Background: an optimization exercise with open tools, aiming at small area, a short achievable clock period and few clock cycles per item. Do not read the settings as production practice. RTL that was checked went through simulation tests only; none was proved equivalent to the original. Power figures rest on the tool's default switching activity, not on a simulated workload.

// ex_mdu
module ex_mdu (
   input  logic        clk,
   input  logic        reset,
   input  logic        start,
   input  logic [2:0]  md_op,
   input  logic [31:0] rs,
   input  logic [31:0] rt,
   output logic        busy,
   output logic [31:0] hi,
   output logic [31:0] lo
);
Size in the first run: about 2100 cells after synthesis, roughly 140 I/O pins.
export LEC_CHECK = 0
export CAP_MARGIN = 20
export CORE_MARGIN = 2
export CORE_UTILIZATION = 40
export SLEW_MARGIN = 20
create_clock -name core_clock -period 110.0 [get_ports {clk}]
standard.sh (not shown) runs the stock make flow with config.mk's settings and CLKGATE_MAP_FILE= SYNTH_SCRIPT=/design/flow/synth_recipe.tcl, a recipe that flattens the netlist after the stock synthesis.
==> flow/flow/run.sh <==
#!/bin/bash
# Own layout flow: the standard layout (standard.sh: standard synthesis,
# floorplan, place, CTS, route, finish) with one change: the buffers ORFS puts
# on every input and output port are sky130_fd_sc_hd__buf_1 cells instead of
# the default choice (clkdlybuf4s50_1, a slow and large delay buffer).
# Full make output goes to flow_standard.log in the work folder.
set -euo pipefail
cd "$(dirname "${BASH_SOURCE[0]}")/.."
export BUFFER_PORTS_ARGS="-buffer_cell sky130_fd_sc_hd__buf_1"
status=0
bash standard.sh > flow_standard.log 2>&1 || status=$?
tail -n 20 flow_standard.log
exit $status
The baseline finished clean.
Edit:
==> flow/flow/run.sh (replaced) <==
#!/bin/bash
# Own layout flow: the standard layout (standard.sh: standard synthesis,
# floorplan, place, CTS, route, finish) with two changes:
#  - the buffers ORFS puts on every input and output port are
#    sky130_fd_sc_hd__buf_1 cells instead of the default choice
#    (clkdlybuf4s50_1, a slow and large delay buffer);
#  - ORFS's setup repair after CTS works on every
#    path with less than SETUP_SLACK_MARGIN ns of slack, so it also speeds up
#    the paths from the inputs, which set the period this design achieves.
#    The clock period and all constraints stay the design's.
# Full make output goes to flow_standard.log in the work folder.
set -euo pipefail
cd "$(dirname "${BASH_SOURCE[0]}")/.."
export BUFFER_PORTS_ARGS="-buffer_cell sky130_fd_sc_hd__buf_1"
export SETUP_SLACK_MARGIN=86.2
export SKIP_INCREMENTAL_REPAIR=1
status=0
bash standard.sh > flow_standard.log 2>&1 || status=$?
tail -n 20 flow_standard.log
exit $status
Result: Hold slack is about the same; sequential power hardly moves; via count hardly moves; maximum frequency rose slightly.
Function was not checked in any run of this note: the RTL went through the layout flow alone.

---

## oak
ex_mdu, a different RTL version from the one above (not shown whole).
Size in the first run: roughly 2400 cells after synthesis, roughly 110 flip-flops, about 140 I/O pins, about 17000 µm² of cells after synthesis.
clock: 110.0 ns
lec_check: 0
abc_area: 1
cap_margin: 20
core_margin: 2
core_utilization: 40
slew_margin: 20
==> flow/flow/run.sh <==
#!/bin/bash
# Own layout flow: the standard layout (standard.sh: standard synthesis,
# floorplan, place, CTS, route, finish) with two changes:
#  - the buffers ORFS puts on every input and output port are
#    sky130_fd_sc_hd__buf_1 cells instead of the default choice
#    (clkdlybuf4s50_1, a slow and large delay buffer);
#  - ORFS's setup repair after CTS works on every
#    path with less than SETUP_SLACK_MARGIN ns of slack, so it also speeds up
#    the paths from the inputs, which set the period this design achieves.
#    The clock period and all constraints stay the design's.
# Full make output goes to flow_standard.log in the work folder.
set -euo pipefail
cd "$(dirname "${BASH_SOURCE[0]}")/.."
export BUFFER_PORTS_ARGS="-buffer_cell sky130_fd_sc_hd__buf_1"
export SETUP_SLACK_MARGIN=86.3
export SKIP_INCREMENTAL_REPAIR=1
status=0
bash standard.sh > flow_standard.log 2>&1 || status=$?
tail -n 20 flow_standard.log
exit $status
Testbench counts of oak, summed over its fixed seeds: cycles 63,217, ops 12,000.
Input-level comparison between pine and oak:
diff --git a/flow/flow/run.sh b/flow/flow/run.sh
--- a/flow/flow/run.sh
+++ b/flow/flow/run.sh
@@ -13,5 +13,5 @@
 cd "$(dirname "${BASH_SOURCE[0]}")/.."
 export BUFFER_PORTS_ARGS="-buffer_cell sky130_fd_sc_hd__buf_1"
-export SETUP_SLACK_MARGIN=86.3
+export SETUP_SLACK_MARGIN=86.6
 export SKIP_INCREMENTAL_REPAIR=1
 status=0
Notes after the runs:
pine finished end to end and its layout was clean on timing, DRC and antenna. oak → pine: area of all placed cells without fillers moved up; shortest period the worst path allows dropped 260 ps; detailed-routed wire length on met3 has increased. Diff oak -> pine | met1 routed wirelength after detailed routing | decrease of 200 µm. On final cell count, pine and oak are basically level. oak → pine: cell depth of the worst setup path went down 84, worst hold slack stayed essentially flat, count of inverters other than clock inverters in the layout climbed about 0.55%, share of total power in the clock network level, fmax climbed about 1.1%.

---

## cedar
The RTL this note starts from:
==> flow/design.v <==
`default_nettype none
module ex_mdu (
   input  logic        clk,
   input  logic        reset,
   input  logic        start,
   input  logic [2:0]  md_op,
   input  logic [31:0] rs,
   input  logic [31:0] rt,
   output logic        busy,
   output logic [31:0] hi,
   output logic [31:0] lo
);
   localparam int KM = 8;              
   localparam int W  = 32 + KM;        
   localparam logic [2:0] OP_MULT  = 3'd1;
   localparam logic [2:0] OP_MULTU = 3'd2;
   localparam logic [2:0] OP_DIV   = 3'd3;
   localparam logic [2:0] OP_DIVU  = 3'd4;
   localparam logic [2:0] OP_MTHI  = 3'd5;
   localparam logic [2:0] OP_MTLO  = 3'd6;
   logic        busy_q;
   logic [31:0] hi_q, lo_q;
   logic [31:0] b_q;                   
   logic [5:0]  rem_q;                 
   logic        mul_q, sgn_q, aneg_q, dneg_q, first_q;
   logic        qn;                    
   logic [31:0] dm, am;                
   logic [4:0]  ma, mdv;               
   logic [5:0]  sh;
   logic [4:0]  se;
   logic [31:0] bsh;
   always_comb begin
      qn  = aneg_q ^ dneg_q;
      dm  = b_q ^ {32{dneg_q}};
      am  = hi_q ^ {32{aneg_q}};
      ma  = 5'd0;
      mdv = 5'd0;
      for (int i = 0; i < 32; i++) begin
         if (am[i]) ma  = 5'(i);
         if (dm[i]) mdv = 5'(i);
      end
      sh  = {1'b0, ma} - {1'b0, mdv} + {5'd0, aneg_q};
      se  = (first_q & ~mul_q) ? sh[4:0] : 5'd0;
      bsh = b_q << se;
   end
   logic          mlast;
   logic          mneg;
   logic [KM-1:0] dg;
   logic [32:0]   bx, bm, nx;
   logic [W-1:0]  cs_s, cs_c, row, s_n, c_n;
   logic [W-1:0]  msum;
   logic          mc;
   logic [31:0]   dt;
   logic          dq;
   always_comb begin
      mlast = (rem_q == 6'(KM));
      mneg  = mul_q & mlast & sgn_q & lo_q[KM-1];
      dg    = mul_q ? lo_q[KM-1:0] : KM'(1);
      bx    = {mul_q ? (sgn_q & b_q[31]) : ~aneg_q,
               bsh ^ {32{~mul_q & (aneg_q ^ ~dneg_q)}}};
      bm    = {sgn_q & b_q[31], b_q};
      cs_s  = W'({~((mul_q ? sgn_q : aneg_q) & hi_q[31]), hi_q});
      cs_c  = W'({~(dg[1] & bm[32]), dg[1] ? bm[31:0] : 32'd0}) << 1;
      for (int i = 2; i <= KM; i++) begin
         if (i == KM) begin
            row = W'({~(dg[0] & bx[32]), dg[0] ? bx[31:0] : 32'd0});
         end else if (i == KM - 1) begin
            nx  = mneg ? ~bm : bm;
            row = (W'({~(dg[i] & nx[32]), dg[i] ? nx[31:0] : 32'd0}) << i)
                | W'({(KM-1){mneg}});
         end else begin
            row = W'({~(dg[i] & bm[32]), dg[i] ? bm[31:0] : 32'd0}) << i;
         end
         s_n  = cs_s ^ cs_c ^ row;
         c_n  = ((cs_s & cs_c) | ((cs_s ^ cs_c) & row)) << 1;
         cs_s = s_n;
         cs_c = c_n;
      end
      mc = mneg | (~mul_q & ~qn);
      for (int i = 0; i < W; i++) begin
         msum[i] = cs_s[i] ^ cs_c[i] ^ mc;
         mc      = (cs_s[i] & cs_c[i]) | ((cs_s[i] ^ cs_c[i]) & mc);
      end
      dt = msum[31:0];
      dq = aneg_q ? (msum[32] | (msum[32:0] == 33'd0)) : ~msum[32];
   end
   logic        dlast;
   assign dlast = first_q ? (sh[5] | (sh[4:0] == 5'd0)) : (rem_q == 6'd0);
   logic [30:0] qb, qbi;
   logic        qx, qi, qc;
   logic [31:0] lo_dv;
   always_comb begin
      qb = first_q ? {31{qn}} : lo_q[30:0];
      qx = (dq & ~(first_q & sh[5])) ^ qn;
      qi = dlast & qn;
      qc = 1'b1;
      for (int i = 0; i < 31; i++) begin
         qbi[i] = qb[i] ^ qc;
         qc     = qb[i] & qc;
      end
      lo_dv = {(qx & qi) ? qbi : qb, qx ^ qi};
   end
   logic        op_mul, op_div, op_dsg, zero;
   assign op_mul = (md_op == OP_MULT) | (md_op == OP_MULTU);
   assign op_div = (md_op == OP_DIV) | (md_op == OP_DIVU);
   assign op_dsg = (md_op == OP_DIV);
   assign zero   = (rt == 32'd0);
   always_ff @(posedge clk) begin
      if (!busy_q) begin
         mul_q   <= ~op_div;
         sgn_q   <= (md_op == OP_MULT);
         aneg_q  <= op_dsg & rs[31];
         dneg_q  <= op_dsg & rt[31];
         first_q <= 1'b1;
         rem_q   <= 6'd32;
         b_q     <= rt;
      end
      if (reset) begin
         busy_q <= 1'b0;
         hi_q   <= 32'd0;
         lo_q   <= 32'd0;
      end else if (!busy_q) begin
         if (start) begin
            if (op_mul | (op_div & ~zero)) busy_q <= 1'b1;
            if (op_mul) begin
               lo_q <= rs;
               hi_q <= 32'd0;
            end
            if (op_div & ~zero) hi_q <= rs;
            if (md_op == OP_MTHI) hi_q <= rs;
            if (md_op == OP_MTLO) lo_q <= rs;
         end
      end else if (mul_q) begin
         hi_q  <= msum[W-1:KM];
         lo_q  <= {msum[KM-1:0], lo_q[31:KM]};
         rem_q <= rem_q - 6'(KM);
         if (mlast) busy_q <= 1'b0;
      end else begin
         first_q <= 1'b0;
         if (dq & ~(first_q & sh[5])) hi_q <= dt[31:0];
         lo_q  <= lo_dv;
         b_q   <= {dneg_q, bsh[31:1]};
         rem_q <= first_q ? {1'b0, sh[4:0]} - 6'd1 : rem_q - 6'd1;
         if (dlast) busy_q <= 1'b0;
      end
   end
   assign busy = busy_q;
   assign hi   = hi_q;
   assign lo   = lo_q;
endmodule
`default_nettype wire
export LEC_CHECK = 0
export CAP_MARGIN = 20
export CORE_MARGIN = 2
export CORE_UTILIZATION = 55
export CTS_BUF_LIST = sky130_fd_sc_hd__clkbuf_8
export CTS_CLUSTER_SIZE = 10
export SLEW_MARGIN = 20
create_clock -name core_clock -period 110.0 [get_ports {clk}]
==> flow/flow/run.sh <==
#!/bin/bash
# Own layout flow: the standard layout (standard.sh: standard synthesis,
# floorplan, place, CTS, route, finish) with two changes:
#  - the buffers ORFS puts on every input and output port are
#    sky130_fd_sc_hd__buf_1 cells instead of the default choice
#    (clkdlybuf4s50_1, a slow and large delay buffer);
#  - ORFS's setup repair after CTS works on every
#    path with less than SETUP_SLACK_MARGIN ns of slack, so it also speeds up
#    the paths from the inputs, which set the period this design achieves.
#    The clock period and all constraints stay the design's.
# Full make output goes to flow_standard.log in the work folder.
set -euo pipefail
cd "$(dirname "${BASH_SOURCE[0]}")/.."
export BUFFER_PORTS_ARGS="-buffer_cell sky130_fd_sc_hd__buf_1"
export SETUP_SLACK_MARGIN=86.6
export SKIP_INCREMENTAL_REPAIR=1
status=0
bash standard.sh > flow_standard.log 2>&1 || status=$?
tail -n 20 flow_standard.log
exit $status
Testbench counts of cedar, summed over its fixed seeds: cycles 63,217, ops 12,000.
The following lists how raven was set up differently from cedar:
# cedar
export LEC_CHECK = 0
export CAP_MARGIN = 20
export CORE_MARGIN = 2
export CORE_UTILIZATION = 55
export CTS_BUF_LIST = sky130_fd_sc_hd__clkbuf_8
export CTS_CLUSTER_SIZE = 10
export SLEW_MARGIN = 20
create_clock -name core_clock -period 110.0 [get_ports {clk}]
# raven
export LEC_CHECK = 0
export CAP_MARGIN = 20
export CORE_MARGIN = 2
export CORE_UTILIZATION = 40
export SLEW_MARGIN = 20
create_clock -name core_clock -period 110.0 [get_ports {clk}]
==> flow/flow/run.sh <==
#!/bin/bash
# Own layout flow: the standard layout (standard.sh: standard synthesis,
# floorplan, place, CTS, route, finish) with one change: the buffers ORFS puts
# on every input and output port are sky130_fd_sc_hd__buf_1 cells instead of
# the default choice (clkdlybuf4s50_1, a slow and large delay buffer).
# Full make output goes to flow_standard.log in the work folder.
set -euo pipefail
cd "$(dirname "${BASH_SOURCE[0]}")/.."
export BUFFER_PORTS_ARGS="-buffer_cell sky130_fd_sc_hd__buf_1"
status=0
bash standard.sh > flow_standard.log 2>&1 || status=$?
tail -n 20 flow_standard.log
exit $status
### Flow results
Clock transition at the registers of the reported paths came out lower on raven than on cedar. cedar reports its uppermost signal routing layer after detailed routing as met4 while raven reports met5. Via count came out lower on raven than on cedar. Between cedar and raven, the register fraction of the total cell area figures differ only marginally.
For fjord, these inputs were changed with respect to raven:
# raven
export LEC_CHECK = 0
export CAP_MARGIN = 20
export CORE_MARGIN = 2
export CORE_UTILIZATION = 40
export SLEW_MARGIN = 20
create_clock -name core_clock -period 110.0 [get_ports {clk}]
# fjord
export LEC_CHECK = 0
export CAP_MARGIN = 20
export CORE_MARGIN = 2
export CORE_UTILIZATION = 55
export SLEW_MARGIN = 20
create_clock -name core_clock -period 110.0 [get_ports {clk}]
==> flow/flow/run.sh <==
#!/bin/bash
# Own layout flow: the standard layout (standard.sh: standard synthesis,
# floorplan, place, CTS, route, finish) with two changes:
#  - the buffers ORFS puts on every input and output port are
#    sky130_fd_sc_hd__buf_1 cells instead of the default choice
#    (clkdlybuf4s50_1, a slow and large delay buffer);
#  - ORFS's setup repair after CTS works on every
#    path with less than SETUP_SLACK_MARGIN ns of slack, so it also speeds up
#    the paths from the inputs, which set the period this design achieves.
#    The clock period and all constraints stay the design's.
# Full make output goes to flow_standard.log in the work folder.
set -euo pipefail
cd "$(dirname "${BASH_SOURCE[0]}")/.."
export BUFFER_PORTS_ARGS="-buffer_cell sky130_fd_sc_hd__buf_1"
export SETUP_SLACK_MARGIN=86.6
export SKIP_INCREMENTAL_REPAIR=1
status=0
bash standard.sh > flow_standard.log 2>&1 || status=$?
tail -n 20 flow_standard.log
exit $status
Notes after the runs:
- Comparing fjord with raven, the buffer depth of the longest clock path came out essentially unchanged.
- The setup slack of fjord was superior to that of raven.
- fjord — shortest clock period the worst path allows after layout 0.92 ns lower, raven as reference
- rt[15] as the origin of the worst setup path was reported by raven, and rt[1] by fjord.
- Changes observed in fjord relative to raven: number of standard-cell rows in the floorplan shows a reduction of 12; first-iteration detailed-routing DRC count has increased.
- Between fjord and raven, the difference in wire length is negligible.
- Compared with raven, fjord shows number of nets in the layout that has gone up slightly.
- Internal power contribution delta for fjord relative to raven: 2.1% higher
- The capture point of the worst path comes out hi_q[9]$_SDFFE_PP0P_ in one run and hi_q[13]$_SDFFE_PP0P_ in the other, namely in raven and fjord respectively.
- Uppermost layer routed = met5: raven; uppermost layer routed = met4: fjord
- Compared with raven, fjord shows routed length on met2 that has gone up by a few percent.
Input changes introduced in willow (baseline for comparison: fjord):
# fjord
export LEC_CHECK = 0
export CAP_MARGIN = 20
export CORE_MARGIN = 2
export CORE_UTILIZATION = 55
export SLEW_MARGIN = 20
create_clock -name core_clock -period 110.0 [get_ports {clk}]
# willow
export LEC_CHECK = 0
export CAP_MARGIN = 20
export CORE_MARGIN = 2
export CORE_UTILIZATION = 70
export SLEW_MARGIN = 20
create_clock -name core_clock -period 110.0 [get_ports {clk}]
==> comparison <==
The master of the slowest instance on the critical path comes out nor4_1 in one run and nor4_4 in the other, namely in fjord and willow respectively. Going from fjord to willow, the maximum fanout encountered on the critical timing path was found to have gone up by 2. Number of fillers in the final layout ends up lower on willow. Measured against each other, willow and fjord differ in cell-internal power, the higher figure coming from fjord. willow and fjord all finish clean.
Here is what was changed in the inputs of zinc compared with willow.
# willow
export LEC_CHECK = 0
export CAP_MARGIN = 20
export CORE_MARGIN = 2
export CORE_UTILIZATION = 70
export SLEW_MARGIN = 20
create_clock -name core_clock -period 110.0 [get_ports {clk}]
# zinc
export LEC_CHECK = 0
export CAP_MARGIN = 20
export CORE_MARGIN = 2
export CORE_UTILIZATION = 55
export CTS_BUF_LIST = sky130_fd_sc_hd__clkbuf_8
export SLEW_MARGIN = 20
create_clock -name core_clock -period 110.0 [get_ports {clk}]
- zinc did not stop at any stage, and its layout met the timing, design-rule and antenna checks.
- Relative to willow, the worst slew margin relative to its limit of zinc is higher by 6.6 points.
- willow -> zinc: mapped cell area delta 0, exact match
- The sequential portion of the cell area was comparable across willow and zinc.
- Relative to willow, combinational power share increased by 1.0 points in zinc.
- Overall routing resource usage delta for zinc relative to willow: 8.2 points lower
- willow leaves less setup margin than zinc.
- Detailed-route wire length on zinc is up relative to willow.
- zinc against willow; cell count is up by a few percent.

what the ideal ports hide:
No port has a modelled driver above. Below, the same layouts with a new extraction and two added sets of constraints. Step 1: set_driving_cell puts a clkbuf_16 on clk and a buf_2 on each other input, an assumption about the parent block. Step 2, shift: input delay + t, output delay - t, t = (earliest + latest rising clock arrival at the registers) / 2. This alone moves slack from input paths to output paths. a / b / c = no drivers / after step 1 / after step 2; a / b = the first two.
run | t (ns) | slack for setup (ns) | slew at the worst register clock pin (ns)
the first run of note 1 | 0.450 | 85.781 / 85.812 / 85.363 | 0.09 / 0.09
the second run of note 1 | 0.451 | 86.235 / 86.265 / 85.814 | 0.09 / 0.09
oak | 0.450 | 86.185 / 86.185 / 85.923 | 0.09 / 0.09
pine | 0.448 | 86.448 / 86.480 / 86.032 | 0.08 / 0.08
cedar | 0.457 | 86.507 / 86.525 / 86.068 | 0.12 / 0.12
raven | 0.462 | 85.511 / 85.545 / 85.083 | 0.10 / 0.10
fjord | 0.427 | 86.429 / 86.427 / 86.000 | 0.08 / 0.08
willow | 0.430 | 86.331 / 86.353 / 85.922 | 0.10 / 0.10
zinc | 0.457 | 86.507 / 86.525 / 86.068 | 0.12 / 0.12
After both steps setup and hold are still met in every run listed.
